From an optimization exercise on the open Yosys and OpenROAD flow, aimed at small area; shortcuts taken in it are not production practice.
Only simulation tests tie the RTL to the original design; equivalence was not proved.
Power figures rest on the tool's default switching activity, not on a simulated workload.

== PW ==
Design retire_trace_buffer, start of the top module:
module retire_trace_buffer #(
  parameter int DEPTH  = 16,
  parameter int DROP_W = 16
) (
  input  logic                     clk_i,
  input  logic                     rstn_i,
  input  logic                     clear_i,
  input  logic                     update_i,
  input  logic [riscv_pkg::XLEN-1:0]          pc_i,
  input  logic [riscv_pkg::XLEN-1:0]          instr_i,
  input  logic [4:0]               reg_addr_i,
  input  logic [riscv_pkg::XLEN-1:0]          reg_data_i,
  input  logic [riscv_pkg::XLEN-1:0]          mem_addr_i,
  input  logic [riscv_pkg::XLEN-1:0]          mem_data_i,
  input  logic                     mem_wrt_i,
  input  logic                     mem_read_i,
  output logic                     trace_valid_o,
  input  logic                     trace_ready_i,
  output logic [riscv_pkg::XLEN-1:0]          trace_pc_o,
  output logic [riscv_pkg::XLEN-1:0]          trace_instr_o,
  output logic [4:0]               trace_reg_addr_o,
  output logic [riscv_pkg::XLEN-1:0]          trace_reg_data_o,
  output logic [riscv_pkg::XLEN-1:0]          trace_mem_addr_o,
  output logic [riscv_pkg::XLEN-1:0]          trace_mem_data_o,
  output logic                     trace_mem_wrt_o,
  output logic                     trace_mem_read_o,
  output logic [riscv_pkg::TRACE_SEQ_W-1:0]   trace_seq_o,
  output logic [$clog2(DEPTH):0]   count_o,
  output logic                     overflow_o,
  output logic [DROP_W-1:0]        drop_cnt_o
);
Size in the first run: about 3000 flip-flops, ~110000 um^2 of cells after synthesis.
==> module retire_trace_buffer, before the edit <==
module retire_trace_buffer #(
  parameter int DEPTH  = 16,
  parameter int DROP_W = 16
) (
  input  logic                     clk_i,
  input  logic                     rstn_i,
  input  logic                     clear_i,
  input  logic                     update_i,
  input  logic [riscv_pkg::XLEN-1:0]          pc_i,
  input  logic [riscv_pkg::XLEN-1:0]          instr_i,
  input  logic [4:0]               reg_addr_i,
  input  logic [riscv_pkg::XLEN-1:0]          reg_data_i,
  input  logic [riscv_pkg::XLEN-1:0]          mem_addr_i,
  input  logic [riscv_pkg::XLEN-1:0]          mem_data_i,
  input  logic                     mem_wrt_i,
  input  logic                     mem_read_i,
  output logic                     trace_valid_o,
  input  logic                     trace_ready_i,
  output logic [riscv_pkg::XLEN-1:0]          trace_pc_o,
  output logic [riscv_pkg::XLEN-1:0]          trace_instr_o,
  output logic [4:0]               trace_reg_addr_o,
  output logic [riscv_pkg::XLEN-1:0]          trace_reg_data_o,
  output logic [riscv_pkg::XLEN-1:0]          trace_mem_addr_o,
  output logic [riscv_pkg::XLEN-1:0]          trace_mem_data_o,
  output logic                     trace_mem_wrt_o,
  output logic                     trace_mem_read_o,
  output logic [riscv_pkg::TRACE_SEQ_W-1:0]   trace_seq_o,
  output logic [$clog2(DEPTH):0]   count_o,
  output logic                     overflow_o,
  output logic [DROP_W-1:0]        drop_cnt_o
);
  localparam int AW = $clog2(DEPTH);
  localparam int CW = AW + 1;
  localparam logic [CW-1:0] FULL_CNT = CW'(DEPTH);
  logic [AW-1:0]          wr_ptr;
  logic [DEPTH-1:0]       wr_oh;
  logic [DEPTH-1:0]       rd_oh;    
  logic [CW-1:0]          count;
  logic [riscv_pkg::TRACE_SEQ_W-1:0] seq;
  logic                   overflow;
  logic [DROP_W-1:0]      drop_cnt;
  logic                   full, pop, push, drop;
  logic [DEPTH-1:0]       wr_sel, hold_sel;
  logic [riscv_pkg::ENTRY_W-1:0]     wr_bits, head_bits;
  riscv_pkg::trace_entry_t           head;
  assign full = (count == FULL_CNT);
  assign pop  = (count != '0) && trace_ready_i;
  assign push = update_i && !clear_i && (!full || pop);
  assign drop = update_i && full && !pop && !clear_i;
  assign wr_bits = {pc_i, instr_i, reg_addr_i, reg_data_i, mem_addr_i, mem_data_i,
                    mem_wrt_i, mem_read_i, seq};
  always_comb begin
    for (int i = 0; i < DEPTH; i++) begin
      wr_sel[i]   = push && wr_oh[i];
      hold_sel[i] = !push || (wr_ptr != AW'(i));
    end
  end
  trace_fifo_mem #(.DEPTH(DEPTH)) u_mem (
    .clk      (clk_i),
    .wr_sel   (wr_sel),
    .hold_sel (hold_sel),
    .wr_data  (wr_bits),
    .rd_sel   (rd_oh),
    .rd_data  (head_bits)
  );
  always_ff @(posedge clk_i or negedge rstn_i) begin
    if (!rstn_i) begin
      wr_ptr   <= '0;
      wr_oh    <= DEPTH'(1);
      rd_oh    <= DEPTH'(1);
      count    <= '0;
      seq      <= '0;
      overflow <= 1'b0;
      drop_cnt <= '0;
    end else if (clear_i) begin
      wr_ptr   <= '0;
      wr_oh    <= DEPTH'(1);
      rd_oh    <= DEPTH'(1);
      count    <= '0;
      seq      <= '0;
      overflow <= 1'b0;
      drop_cnt <= '0;
    end else begin
      if (push) begin
        wr_ptr <= wr_ptr + 1'b1;
        wr_oh  <= {wr_oh[DEPTH-2:0], wr_oh[DEPTH-1]};
      end
      if (pop)  rd_oh <= {rd_oh[DEPTH-2:0], rd_oh[DEPTH-1]};
      if (push && !pop)      count <= count + 1'b1;
      else if (!push && pop) count <= count - 1'b1;
      if (update_i) seq <= seq + 1'b1;
      if (drop) begin
        overflow <= 1'b1;
        if (drop_cnt != '1) drop_cnt <= drop_cnt + 1'b1;
      end
    end
  end
  assign head             = head_bits;
  assign trace_valid_o    = (count != '0);
  assign trace_pc_o       = head.rec.pc;
  assign trace_instr_o    = head.rec.instr;
  assign trace_reg_addr_o = head.rec.reg_addr;
  assign trace_reg_data_o = head.rec.reg_data;
  assign trace_mem_addr_o = head.rec.mem_addr;
  assign trace_mem_data_o = head.rec.mem_data;
  assign trace_mem_wrt_o  = head.rec.mem_wrt;
  assign trace_mem_read_o = head.rec.mem_read;
  assign trace_seq_o      = head.seq;
  assign count_o          = count;
  assign overflow_o       = overflow;
  assign drop_cnt_o       = drop_cnt;
endmodule
==> flow/config.mk <==
export PLATFORM = sky130hd
export DESIGN_NAME = retire_trace_buffer
export DESIGN_NICKNAME = retire_trace_buffer
export VERILOG_FILES = /design/flow/design.v
export SDC_FILE = /design/flow/constraint.sdc
export NUM_CORES = 4
export LEC_CHECK = 0
export CAP_MARGIN = 20
export CORE_MARGIN = 2
export CORE_UTILIZATION = 60
export SLEW_MARGIN = 20
==> flow/constraint.sdc <==
create_clock -name core_clock -period 8.0 [get_ports {clk_i}]
set_input_delay 1.6000 -clock core_clock [delete_from_list [all_inputs] [get_ports {clk_i}]]
set_output_delay 1.6000 -clock core_clock [all_outputs]
set_load 0.01 [all_outputs]
standard.sh (not shown) runs the stock make flow with config.mk's settings and CLKGATE_MAP_FILE= SYNTH_SCRIPT=/design/flow/synth_recipe.tcl, a recipe that flattens the netlist after the stock synthesis.
==> flow/flow/run.sh <==
#!/bin/bash
# Standard ORFS layout (standard.sh, unchanged synthesis) with three placement/CTS choices:
#  - ports are buffered with buf_1 instead of the tool's default pick
#  - CTS clusters more sinks per leaf buffer and inserts no dummy loads
# All of make's output goes to flow_make.log in the work folder; ORFS keeps each step's
# own log under orfs/logs/.
set -euo pipefail
bash standard.sh \
  "BUFFER_PORTS_ARGS=-buffer_cell sky130_fd_sc_hd__buf_1" \
  "CTS_ARGS=-sink_clustering_enable -repair_clock_nets -dont_use_dummy_load -sink_clustering_size 25 -sink_clustering_max_diameter 90" \
  finish > flow_make.log 2>&1
Modified inputs, AL compared to PW
--- a/flow/design.v
+++ b/flow/design.v
@@ -71,32 +71,33 @@
   output logic [DROP_W-1:0]        drop_cnt_o
 );
   localparam int AW = $clog2(DEPTH);
   localparam int CW = AW + 1;
   localparam logic [CW-1:0] FULL_CNT = CW'(DEPTH);
   logic [AW-1:0]          wr_ptr;
-  logic [DEPTH-1:0]       wr_oh;
+  logic                   full_r;
   logic [DEPTH-1:0]       rd_oh;    
   logic [CW-1:0]          count;
   logic [riscv_pkg::TRACE_SEQ_W-1:0] seq;
   logic                   overflow;
   logic [DROP_W-1:0]      drop_cnt;
-  logic                   full, pop, push, drop;
+  logic                   full, pop, push, push_h, drop;
   logic [DEPTH-1:0]       wr_sel, hold_sel;
   logic [riscv_pkg::ENTRY_W-1:0]     wr_bits, head_bits;
   riscv_pkg::trace_entry_t           head;
   assign full = (count == FULL_CNT);
   assign pop  = (count != '0) && trace_ready_i;
   assign push = update_i && !clear_i && (!full || pop);
   assign drop = update_i && full && !pop && !clear_i;
+  assign push_h = update_i && !clear_i && (!full_r || trace_ready_i);
   assign wr_bits = {pc_i, instr_i, reg_addr_i, reg_data_i, mem_addr_i, mem_data_i,
                     mem_wrt_i, mem_read_i, seq};
   always_comb begin
     for (int i = 0; i < DEPTH; i++) begin
-      wr_sel[i]   = push && wr_oh[i];
-      hold_sel[i] = !push || (wr_ptr != AW'(i));
+      wr_sel[i]   = push && (wr_ptr == AW'(i));
+      hold_sel[i] = !(push_h && (wr_ptr == AW'(i)));
     end
   end
   trace_fifo_mem #(.DEPTH(DEPTH)) u_mem (
     .clk      (clk_i),
     .wr_sel   (wr_sel),
     .hold_sel (hold_sel),
@@ -104,34 +105,36 @@
     .rd_sel   (rd_oh),
     .rd_data  (head_bits)
   );
   always_ff @(posedge clk_i or negedge rstn_i) begin
     if (!rstn_i) begin
       wr_ptr   <= '0;
-      wr_oh    <= DEPTH'(1);
+      full_r   <= 1'b0;
       rd_oh    <= DEPTH'(1);
       count    <= '0;
       seq      <= '0;
       overflow <= 1'b0;
       drop_cnt <= '0;
     end else if (clear_i) begin
       wr_ptr   <= '0;
-      wr_oh    <= DEPTH'(1);
+      full_r   <= 1'b0;
       rd_oh    <= DEPTH'(1);
       count    <= '0;
       seq      <= '0;
       overflow <= 1'b0;
       drop_cnt <= '0;
     end else begin
-      if (push) begin
-        wr_ptr <= wr_ptr + 1'b1;
-        wr_oh  <= {wr_oh[DEPTH-2:0], wr_oh[DEPTH-1]};
+      if (push) wr_ptr <= wr_ptr + 1'b1;
+      if (pop)  rd_oh <= {rd_oh[DEPTH-2:0], rd_oh[DEPTH-1]};
+      if (push && !pop) begin
+        count  <= count + 1'b1;
+        full_r <= (count == FULL_CNT - 1'b1);
+      end else if (!push && pop) begin
+        count  <= count - 1'b1;
+        full_r <= 1'b0;
       end
-      if (pop)  rd_oh <= {rd_oh[DEPTH-2:0], rd_oh[DEPTH-1]};
-      if (push && !pop)      count <= count + 1'b1;
-      else if (!push && pop) count <= count - 1'b1;
       if (update_i) seq <= seq + 1'b1;
       if (drop) begin
         overflow <= 1'b1;
         if (drop_cnt != '1) drop_cnt <= drop_cnt + 1'b1;
       end
     end
- Synthesized area per cell shrinks slightly when moving from PW to AL.
- Diff AL and PW: detailed-route wire length per cell higher in PW
- Wire length ends up higher on PW.
- Portion of total power attributed to the clock network, AL and PW: larger value in PW
- Going from PW to AL, the via count was found to have gone down by 879.
- Total area of multi-input combinational cells delta (AL -> PW): insignificant
- Final critical-path setup slack delta for AL relative to PW: 12 ps lower
- [compare] base=PW new=AL: worst hold slack went down 5.7 ps, relative contribution of combinational cells to total power went up 1.8 points.
- Compared with PW, AL instantiates a smaller number of standard cells.

[static timing again, ports no longer ideal]
No port has a modelled driver above. Below, the same layouts with a new extraction and two added sets of constraints.
Step 1: set_driving_cell puts a clkbuf_16 on clk_i and a buf_2 on each other input, an assumption about the parent block.
Step 2 moves the port delays by t, midway between the first and last clock arrival at a register: inputs arrive t later, outputs are due t later. That takes back most of the time a late clock gives input paths.
a / b / c = ideal ports / drivers / drivers and shift; a / b = the first two.
| run | t (ns) | setup slack, ns | worst setup path after step 2 |
|---|---|---|---|
| PW | 0.910 | 2.457 / 2.360 / 2.494 | input to register |
| AL | 0.920 | 2.444 / 2.341 / 2.751 | input to register |
After both steps setup and hold are still met in every run listed.
